This is an optimization exercise on Yosys and OpenROAD, whose aim is small area, a short achievable clock period and few clock cycles, not a production implementation. Where RTL was checked, it was by simulation tests only, not by an equivalence proof against the original.

==> flow/design.v <==
package sa_pkg;
    typedef enum logic [1:0] {
        IDLE  = 2'd0,
        FEED  = 2'd1,
        FLUSH = 2'd2,
        DRAIN = 2'd3
    } sa_state_t;
    localparam int DEF_WIDTH = 8;
    localparam int DEF_ACC   = 32;
    localparam int DEF_N     = 4;
    localparam int DEF_KW    = 16;
endpackage
module sa_pe_clr (
    input  logic        clk,
    input  logic        job_go,
    input  logic        v,
    input  logic        init_lo15,
    input  logic [14:0] init_hi,
    input  logic [7:0]  a,
    input  logic [3:0]  neg,
    input  logic [3:0]  one,
    input  logic [3:0]  two,
    output logic [30:0] acc
);
    logic        first;         
    logic [15:0] lo;
    logic [14:0] hi;
    logic        cy;
    logic [15:0] lo_m;
    logic        nv;
    logic [3:0]  ns;
    logic [7:0]  pp0, pp1, pp2, pp3;
    logic [8:0]  ax;
    logic [16:0] x, y, t;
    logic s1, c2, s3, c4, s5, c6, s7, c8, s9, c10, s11, c12, s13, c14, s15, c16, s17, c18, s19, c20, s21, c22, s23, c24, s25, c26, s27, c28, s29, c30, s31, c32, s33, c34, s35, c36, s37, c38, s39, c40, s41, c42, s43, c44, s45, c46, s47, c48, s49, c50, s51, c52, s53, c54, s55, c56, s57, c58, s59, c60, s61, c62, s63, c64, s65, c66, s67, c68, s69, c70, s71, c72, s73, c74, s75, c76, s77, c78, s79, c80;
    assign ax = {a, 1'b0};
    assign nv = ~v;
    assign lo_m = first ? {init_lo15, 15'd0} : lo;
    for (genvar m = 0; m < 8; m++) begin : g_pp
        assign pp0[m] = ((one[0] & ax[m+1]) | (two[0] & ax[m])) ^ neg[0];
        assign pp1[m] = ((one[1] & ax[m+1]) | (two[1] & ax[m])) ^ neg[1];
        assign pp2[m] = ((one[2] & ax[m+1]) | (two[2] & ax[m])) ^ neg[2];
        assign pp3[m] = ((one[3] & ax[m+1]) | (two[3] & ax[m])) ^ neg[3];
    end
    for (genvar k = 0; k < 4; k++) begin : g_ns
        assign ns[k] = ~(((one[k] | two[k]) & a[7]) ^ neg[k]);
    end
    assign s1 = pp0[4] ^ pp1[2];
    assign c2 = pp0[4] & pp1[2];
    assign s3 = pp0[5] ^ pp1[3];
    assign c4 = pp0[5] & pp1[3];
    assign s5 = pp0[6] ^ pp1[4] ^ pp2[2];
    assign c6 = (pp0[6] & pp1[4]) | (pp0[6] & pp2[2]) | (pp1[4] & pp2[2]);
    assign s7 = pp3[0] ^ neg[3];
    assign c8 = pp3[0] & neg[3];
    assign s9 = pp0[7] ^ pp1[5] ^ pp2[3];
    assign c10 = (pp0[7] & pp1[5]) | (pp0[7] & pp2[3]) | (pp1[5] & pp2[3]);
    assign s11 = pp3[1] ^ lo_m[7];
    assign c12 = pp3[1] & lo_m[7];
    assign s13 = ns[0] ^ pp1[6] ^ pp2[4];
    assign c14 = (ns[0] & pp1[6]) | (ns[0] & pp2[4]) | (pp1[6] & pp2[4]);
    assign s15 = pp3[2] ^ lo_m[8] ^ 1'b1;
    assign c16 = (pp3[2] & lo_m[8]) | (pp3[2] & 1'b1) | (lo_m[8] & 1'b1);
    assign s17 = pp1[7] ^ pp2[5] ^ pp3[3];
    assign c18 = (pp1[7] & pp2[5]) | (pp1[7] & pp3[3]) | (pp2[5] & pp3[3]);
    assign s19 = lo_m[9] ^ 1'b1;
    assign c20 = lo_m[9] & 1'b1;
    assign s21 = ns[1] ^ pp2[6] ^ pp3[4];
    assign c22 = (ns[1] & pp2[6]) | (ns[1] & pp3[4]) | (pp2[6] & pp3[4]);
    assign s23 = pp2[7] ^ pp3[5];
    assign c24 = pp2[7] & pp3[5];
    assign s25 = pp0[2] ^ pp1[0];
    assign c26 = pp0[2] & pp1[0];
    assign s27 = pp0[3] ^ pp1[1];
    assign c28 = pp0[3] & pp1[1];
    assign s29 = pp2[0] ^ neg[2] ^ lo_m[4];
    assign c30 = (pp2[0] & neg[2]) | (pp2[0] & lo_m[4]) | (neg[2] & lo_m[4]);
    assign s31 = c2 ^ pp2[1] ^ lo_m[5];
    assign c32 = (c2 & pp2[1]) | (c2 & lo_m[5]) | (pp2[1] & lo_m[5]);
    assign s33 = c4 ^ lo_m[6] ^ s5;
    assign c34 = (c4 & lo_m[6]) | (c4 & s5) | (lo_m[6] & s5);
    assign s35 = c6 ^ c8 ^ s9;
    assign c36 = (c6 & c8) | (c6 & s9) | (c8 & s9);
    assign s37 = c10 ^ c12 ^ s13;
    assign c38 = (c10 & c12) | (c10 & s13) | (c12 & s13);
    assign s39 = c14 ^ c16 ^ s17;
    assign c40 = (c14 & c16) | (c14 & s17) | (c16 & s17);
    assign s41 = c18 ^ c20 ^ lo_m[10];
    assign c42 = (c18 & c20) | (c18 & lo_m[10]) | (c20 & lo_m[10]);
    assign s43 = c22 ^ lo_m[11] ^ 1'b1;
    assign c44 = (c22 & lo_m[11]) | (c22 & 1'b1) | (lo_m[11] & 1'b1);
    assign s45 = c24 ^ ns[2] ^ pp3[6];
    assign c46 = (c24 & ns[2]) | (c24 & pp3[6]) | (ns[2] & pp3[6]);
    assign s47 = pp3[7] ^ lo_m[13];
    assign c48 = pp3[7] & lo_m[13];
    assign s49 = pp0[0] ^ neg[0];
    assign c50 = pp0[0] & neg[0];
    assign s51 = pp0[1] ^ lo_m[1];
    assign c52 = pp0[1] & lo_m[1];
    assign s53 = neg[1] ^ lo_m[2] ^ s25;
    assign c54 = (neg[1] & lo_m[2]) | (neg[1] & s25) | (lo_m[2] & s25);
    assign s55 = c26 ^ lo_m[3] ^ s27;
    assign c56 = (c26 & lo_m[3]) | (c26 & s27) | (lo_m[3] & s27);
    assign s57 = c28 ^ s1 ^ s29;
    assign c58 = (c28 & s1) | (c28 & s29) | (s1 & s29);
    assign s59 = c30 ^ s3 ^ s31;
    assign c60 = (c30 & s3) | (c30 & s31) | (s3 & s31);
    assign s61 = c32 ^ s7 ^ s33;
    assign c62 = (c32 & s7) | (c32 & s33) | (s7 & s33);
    assign s63 = c34 ^ s11 ^ s35;
    assign c64 = (c34 & s11) | (c34 & s35) | (s11 & s35);
    assign s65 = c36 ^ s15 ^ s37;
    assign c66 = (c36 & s15) | (c36 & s37) | (s15 & s37);
    assign s67 = c38 ^ s19 ^ s39;
    assign c68 = (c38 & s19) | (c38 & s39) | (s19 & s39);
    assign s69 = c40 ^ s21 ^ s41;
    assign c70 = (c40 & s21) | (c40 & s41) | (s21 & s41);
    assign s71 = c42 ^ s23 ^ s43;
    assign c72 = (c42 & s23) | (c42 & s43) | (s23 & s43);
    assign s73 = c44 ^ lo_m[12] ^ s45;
    assign c74 = (c44 & lo_m[12]) | (c44 & s45) | (lo_m[12] & s45);
    assign s75 = c46 ^ 1'b1 ^ s47;
    assign c76 = (c46 & 1'b1) | (c46 & s47) | (1'b1 & s47);
    assign s77 = c48 ^ ns[3] ^ lo_m[14];
    assign c78 = (c48 & ns[3]) | (c48 & lo_m[14]) | (ns[3] & lo_m[14]);
    assign s79 = lo_m[15] ^ nv;
    assign c80 = lo_m[15] & nv;
    assign x = {c80, c78, c76, c74, c72, c70, c68, c66, c64, c62, c60, c58, c56, c54, c52, c50, lo_m[0]};
    assign y = {nv, s79, s77, s75, s73, s71, s69, s67, s65, s63, s61, s59, s57, s55, s53, s51, s49};
    assign t = x + y;
    always_ff @(posedge clk) begin
        first <= job_go | (first & ~v);
        lo <= t[15:0];
        cy <= t[16];
        hi <= first ? init_hi : hi + {14'd0, cy};
    end
    assign acc = {hi, lo};
endmodule
module sa_tile (
    input  logic          clk,
    input  logic          rst_n,
    input  logic          start,
    input  logic [15:0]   k_len,
    input  logic          in_valid,
    output logic          in_ready,
    input  logic [31:0]   a_in,
    input  logic [31:0]   b_in,
    output logic          out_valid,
    input  logic          out_ready,
    output logic [1:0]    out_row,
    output logic [127:0]  out_data,
    output logic          busy,
    output logic          done
);
    logic        feed, wait1, wait2, drain;
    logic [15:0] rem;           
    logic        rem_is1;       
    logic        v0;            
    logic [3:0]  sel [4];       
    logic [15:0] rem_m1;
    logic        fire, job_go, last_take;
    assign fire      = feed & in_valid;
    assign job_go    = ~busy & start & (k_len != 16'd0);
    assign last_take = drain & out_ready & (out_row == 2'd3);
    always_ff @(posedge clk or negedge rst_n) begin
        if (!rst_n) begin
            feed    <= 1'b0;
            wait1   <= 1'b0;
            wait2   <= 1'b0;
            drain   <= 1'b0;
            busy    <= 1'b0;
            done    <= 1'b0;
            rem     <= 16'd0;
            rem_is1 <= 1'b0;
            v0      <= 1'b0;
            out_row <= 2'd0;
        end else begin
            done   <= last_take;
            v0     <= fire;
            wait1  <= fire & rem_is1;
            wait2  <= wait1;
            if (job_go) begin
                feed    <= 1'b1;
                busy    <= 1'b1;
                rem     <= k_len;
                rem_is1 <= (k_len == 16'd1);
            end else if (fire) begin
                rem     <= rem_m1;
                rem_is1 <= (rem_m1 == 16'd1);
                if (rem_is1) feed <= 1'b0;
            end
            if (wait2) drain <= 1'b1;
            if (drain & out_ready) begin
                out_row <= out_row + 2'd1;
                if (out_row == 2'd3) begin
                    drain <= 1'b0;
                    busy  <= 1'b0;
                end
            end
        end
    end
    assign rem_m1    = rem - 16'd1;
    always_ff @(posedge clk) begin
        for (int j = 0; j < 4; j++) begin
            if (job_go)                  sel[j] <= 4'b0001;
            else if (drain & out_ready)  sel[j] <= {sel[j][2:0], sel[j][3]};
        end
    end
    assign in_ready  = feed;
    assign out_valid = drain;
    logic [15:0] nk;
    assign nk = ~rem;
    logic [31:0] a_r;
    logic [3:0]  neg_r [4];
    logic [3:0]  one_r [4];
    logic [3:0]  two_r [4];
    always_ff @(posedge clk) begin
        a_r <= fire ? a_in : 32'd0;
        for (int j = 0; j < 4; j++) begin
            for (int k = 0; k < 4; k++) begin
                logic b2, b1, b0;
                b2 = b_in[8*j + 2*k + 1];
                b1 = b_in[8*j + 2*k];
                b0 = (k == 0) ? 1'b0 : b_in[8*j + 2*k - 1];
                neg_r[j][k] <= b2;
                one_r[j][k] <= b1 ^ b0;
                two_r[j][k] <= (b2 & ~b1 & ~b0) | (~b2 & b1 & b0);
            end
        end
    end
    logic [30:0] acc [4][4];
    for (genvar i = 0; i < 4; i++) begin : g_row
        for (genvar j = 0; j < 4; j++) begin : g_col
            sa_pe_clr u_pe (
                .clk       (clk),
                .job_go    (job_go),
                .v         (v0),
                .init_lo15 (nk[0]),
                .init_hi   (nk[15:1]),
                .a         (a_r[8*i +: 8]),
                .neg       (neg_r[j]),
                .one       (one_r[j]),
                .two       (two_r[j]),
                .acc       (acc[i][j])
            );
        end
    end
    always_comb begin
        for (int j = 0; j < 4; j++) begin
            logic [30:0] r;
            r = ({31{sel[j][0]}} & acc[0][j]) |
                ({31{sel[j][1]}} & acc[1][j]) |
                ({31{sel[j][2]}} & acc[2][j]) |
                ({31{sel[j][3]}} & acc[3][j]);
            out_data[32*j +: 32] = {r[30], r};
        end
    end
endmodule
export LEC_CHECK = 0
export CAP_MARGIN = 20
export CORE_MARGIN = 2
export CORE_UTILIZATION = 60
export CTS_CLUSTER_DIAMETER = 80
export CTS_CLUSTER_SIZE = 24
export PLACE_DENSITY = 0.68
export SETUP_SLACK_MARGIN = 4.6
export SLEW_MARGIN = 20
create_clock -name core_clock -period 9.0 [get_ports {clk}]
standard.sh (not shown) runs the stock make flow with config.mk's settings and CLKGATE_MAP_FILE= SYNTH_SCRIPT=/design/flow/synth_recipe.tcl, a recipe that flattens the netlist after the stock synthesis.
==> flow/flow/run.sh <==
#!/bin/bash
# Standard layout, with plain buffers (buf_2) as the port buffers instead of
# the resizer's default pick. make's full output goes to flow_make.log.
set -euo pipefail
bash standard.sh "BUFFER_PORTS_ARGS=-buffer_cell sky130_fd_sc_hd__buf_2" finish > flow_make.log 2>&1
The baseline finished clean.
Testbench counts at the start, summed over its fixed seeds: cycles 17,359.
Change:
--- a/flow/design.v
+++ b/flow/design.v
@@ -155,14 +155,15 @@
     logic        feed, wait1, wait2, drain;
     logic [15:0] rem;           
     logic        rem_is1;       
     logic        v0;            
+    logic [3:0]  row_oh;
     logic [3:0]  sel [4];       
     logic [15:0] rem_m1;
     logic        fire, job_go, last_take;
     assign fire      = feed & in_valid;
     assign job_go    = ~busy & start & (k_len != 16'd0);
-    assign last_take = drain & out_ready & (out_row == 2'd3);
+    assign last_take = drain & out_ready & row_oh[3];
     always_ff @(posedge clk or negedge rst_n) begin
         if (!rst_n) begin
             feed    <= 1'b0;
             wait1   <= 1'b0;
@@ -172,8 +173,9 @@
             done    <= 1'b0;
             rem     <= 16'd0;
             rem_is1 <= 1'b0;
             v0      <= 1'b0;
+            row_oh  <= 4'b0001;
             out_row <= 2'd0;
         end else begin
             done   <= last_take;
             v0     <= fire;
@@ -190,10 +192,11 @@
                 if (rem_is1) feed <= 1'b0;
             end
             if (wait2) drain <= 1'b1;
             if (drain & out_ready) begin
+                row_oh  <= {row_oh[2:0], row_oh[3]};
                 out_row <= out_row + 2'd1;
-                if (out_row == 2'd3) begin
+                if (row_oh[3]) begin
                     drain <= 1'b0;
                     busy  <= 1'b0;
                 end
             end
@@ -207,10 +210,13 @@
         end
     end
     assign in_ready  = feed;
     assign out_valid = drain;
-    logic [15:0] nk;
-    assign nk = ~rem;
+    logic [15:0] k_reg, nk;
+    always_ff @(posedge clk) begin
+        if (job_go) k_reg <= k_len;
+    end
+    assign nk = 16'd0 - k_reg;
     logic [31:0] a_r;
     logic [3:0]  neg_r [4];
     logic [3:0]  one_r [4];
     logic [3:0]  two_r [4];
Worst hold slack gets better by 0.023 ns.
Non-clock buffer count shrinks by 60.
Design area fell by 1.7%.
First-iteration DRC count came out lower by 17%.
Die area went up by 1.7%.
Testbench counts after the change, summed over its fixed seeds: cycles 17,359.

* * *

Starts from the design.v that is shown in full above.
clock: 9.0 ns
lec_check: 0
cap_margin: 20
core_margin: 2
core_utilization: 60
cts_cluster_diameter: 80
cts_cluster_size: 24
place_density: 0.68
setup_slack_margin: 4.7
slew_margin: 20
Scripts as last shown in full above: flow/flow/run.sh
Testbench counts at the start, summed over its fixed seeds: cycles 17,359.
Then changed:
--- a/flow/design.v
+++ b/flow/design.v
@@ -150,52 +150,62 @@
     output logic [1:0]    out_row,
     output logic [127:0]  out_data,
     output logic          busy,
     output logic          done
 );
     logic        feed, wait1, wait2, drain;
+    logic        feed2, fire2;      
     logic [15:0] rem;           
     logic        rem_is1;       
     logic        v0;            
+    logic [3:0]  row_oh;
     logic [3:0]  sel [4];       
     logic [15:0] rem_m1;
     logic        fire, job_go, last_take;
     assign fire      = feed & in_valid;
+    assign fire2     = feed2 & in_valid;
     assign job_go    = ~busy & start & (k_len != 16'd0);
-    assign last_take = drain & out_ready & (out_row == 2'd3);
+    assign last_take = drain & out_ready & row_oh[3];
     always_ff @(posedge clk or negedge rst_n) begin
         if (!rst_n) begin
             feed    <= 1'b0;
+            feed2   <= 1'b0;
             wait1   <= 1'b0;
             wait2   <= 1'b0;
             drain   <= 1'b0;
             busy    <= 1'b0;
             done    <= 1'b0;
             rem     <= 16'd0;
             rem_is1 <= 1'b0;
             v0      <= 1'b0;
+            row_oh  <= 4'b0001;
             out_row <= 2'd0;
         end else begin
             done   <= last_take;
             v0     <= fire;
             wait1  <= fire & rem_is1;
             wait2  <= wait1;
             if (job_go) begin
                 feed    <= 1'b1;
+                feed2   <= 1'b1;
                 busy    <= 1'b1;
                 rem     <= k_len;
                 rem_is1 <= (k_len == 16'd1);
             end else if (fire) begin
                 rem     <= rem_m1;
                 rem_is1 <= (rem_m1 == 16'd1);
                 if (rem_is1) feed <= 1'b0;
             end
+            if (!job_go && fire2 && rem_is1) begin
+                feed2 <= 1'b0;
+            end
             if (wait2) drain <= 1'b1;
             if (drain & out_ready) begin
+                row_oh  <= {row_oh[2:0], row_oh[3]};
                 out_row <= out_row + 2'd1;
-                if (out_row == 2'd3) begin
+                if (row_oh[3]) begin
                     drain <= 1'b0;
                     busy  <= 1'b0;
                 end
             end
         end
     end
@@ -205,45 +215,52 @@
             if (job_go)                  sel[j] <= 4'b0001;
             else if (drain & out_ready)  sel[j] <= {sel[j][2:0], sel[j][3]};
         end
     end
     assign in_ready  = feed;
     assign out_valid = drain;
-    logic [15:0] nk;
-    assign nk = ~rem;
-    logic [31:0] a_r;
-    logic [3:0]  neg_r [4];
-    logic [3:0]  one_r [4];
-    logic [3:0]  two_r [4];
-    always_ff @(posedge clk) begin
-        a_r <= fire ? a_in : 32'd0;
+    logic [15:0] k_reg, nk;
+    always_ff @(posedge clk) begin
+        if (job_go) k_reg <= k_len;
+    end
+    assign nk = 16'd0 - k_reg;
+    logic [31:0] a_r [2];
+    logic [3:0]  neg_r [2][4];
+    logic [3:0]  one_r [2][4];
+    logic [3:0]  two_r [2][4];
+    always_ff @(posedge clk) begin
+        a_r[0] <= a_in;
+        if (fire) a_r[1] <= a_in;
         for (int j = 0; j < 4; j++) begin
             for (int k = 0; k < 4; k++) begin
                 logic b2, b1, b0;
                 b2 = b_in[8*j + 2*k + 1];
                 b1 = b_in[8*j + 2*k];
                 b0 = (k == 0) ? 1'b0 : b_in[8*j + 2*k - 1];
-                neg_r[j][k] <= b2;
-                one_r[j][k] <= b1 ^ b0;
-                two_r[j][k] <= (b2 & ~b1 & ~b0) | (~b2 & b1 & b0);
+                neg_r[0][j][k] <= fire & b2;
+                neg_r[1][j][k] <= b2;
+                one_r[0][j][k] <= fire & (b1 ^ b0);
+                two_r[0][j][k] <= fire & ((b2 & ~b1 & ~b0) | (~b2 & b1 & b0));
+                one_r[1][j][k] <= fire2 & (b1 ^ b0);
+                two_r[1][j][k] <= fire2 & ((b2 & ~b1 & ~b0) | (~b2 & b1 & b0));
             end
         end
     end
     logic [30:0] acc [4][4];
     for (genvar i = 0; i < 4; i++) begin : g_row
         for (genvar j = 0; j < 4; j++) begin : g_col
             sa_pe_clr u_pe (
                 .clk       (clk),
                 .job_go    (job_go),
                 .v         (v0),
                 .init_lo15 (nk[0]),
                 .init_hi   (nk[15:1]),
-                .a         (a_r[8*i +: 8]),
-                .neg       (neg_r[j]),
-                .one       (one_r[j]),
-                .two       (two_r[j]),
+                .a         (a_r[j / 2][8*i +: 8]),
+                .neg       (neg_r[i / 2][j]),
+                .one       (one_r[i / 2][j]),
+                .two       (two_r[i / 2][j]),
                 .acc       (acc[i][j])
             );
         end
     end
     always_comb begin
         for (int j = 0; j < 4; j++) begin
Via count is higher by 2.7%.
Final area is higher by 2.3%.
Wire length is lower by 0.96%.
Register-to-register slack gets better by 0.02 ns.
Worst hold slack gets better by 0.0042 ns.
Core utilization is lower by 2.7 points.
Sequential share of layout area is higher by 3.5 points.
Critical path depth stays the same.
Worst setup slack gets better by 0.016 ns.
Clock-buffer cell count is higher by 7.
First-iteration DRC count is lower by 8.5%.
The RTL of the second run of this note was laid out without a check of its function.

-- port drivers added, routing unchanged --
No port has a modelled driver above. Below, the same layouts with a new extraction and two added sets of constraints. Step 1 sets driving cells, clkbuf_16 on the clock port and buf_2 on the other inputs (assumed; they add their load-dependent delay and slew). Step 2 times the ports against the registers' clock, not the clock port: input delays grow and output delays shrink by t, the midpoint of the rising clock arrivals with the driver on. a / b / c = ideal ports / drivers / drivers and shift; a / b = the first two.
| run | t, ns | setup WS [ns] | hold slack, ns |
|---|---|---|---|
| the first run of note 1 | 0.768 | 4.597 / 4.519 / 4.658 | 0.360 / 0.360 / 0.360 |
| the second run of note 1 | 0.749 | 4.688 / 4.614 / 4.753 | 0.383 / 0.383 / 0.383 |
| the first run of note 2 | 0.763 | 4.699 / 4.684 / 4.699 | 0.359 / 0.359 / 0.359 |
| the second run of note 2 | 0.766 | 4.716 / 4.681 / 4.716 | 0.364 / 0.364 / 0.364 |
After both steps setup and hold are still met in every run listed.
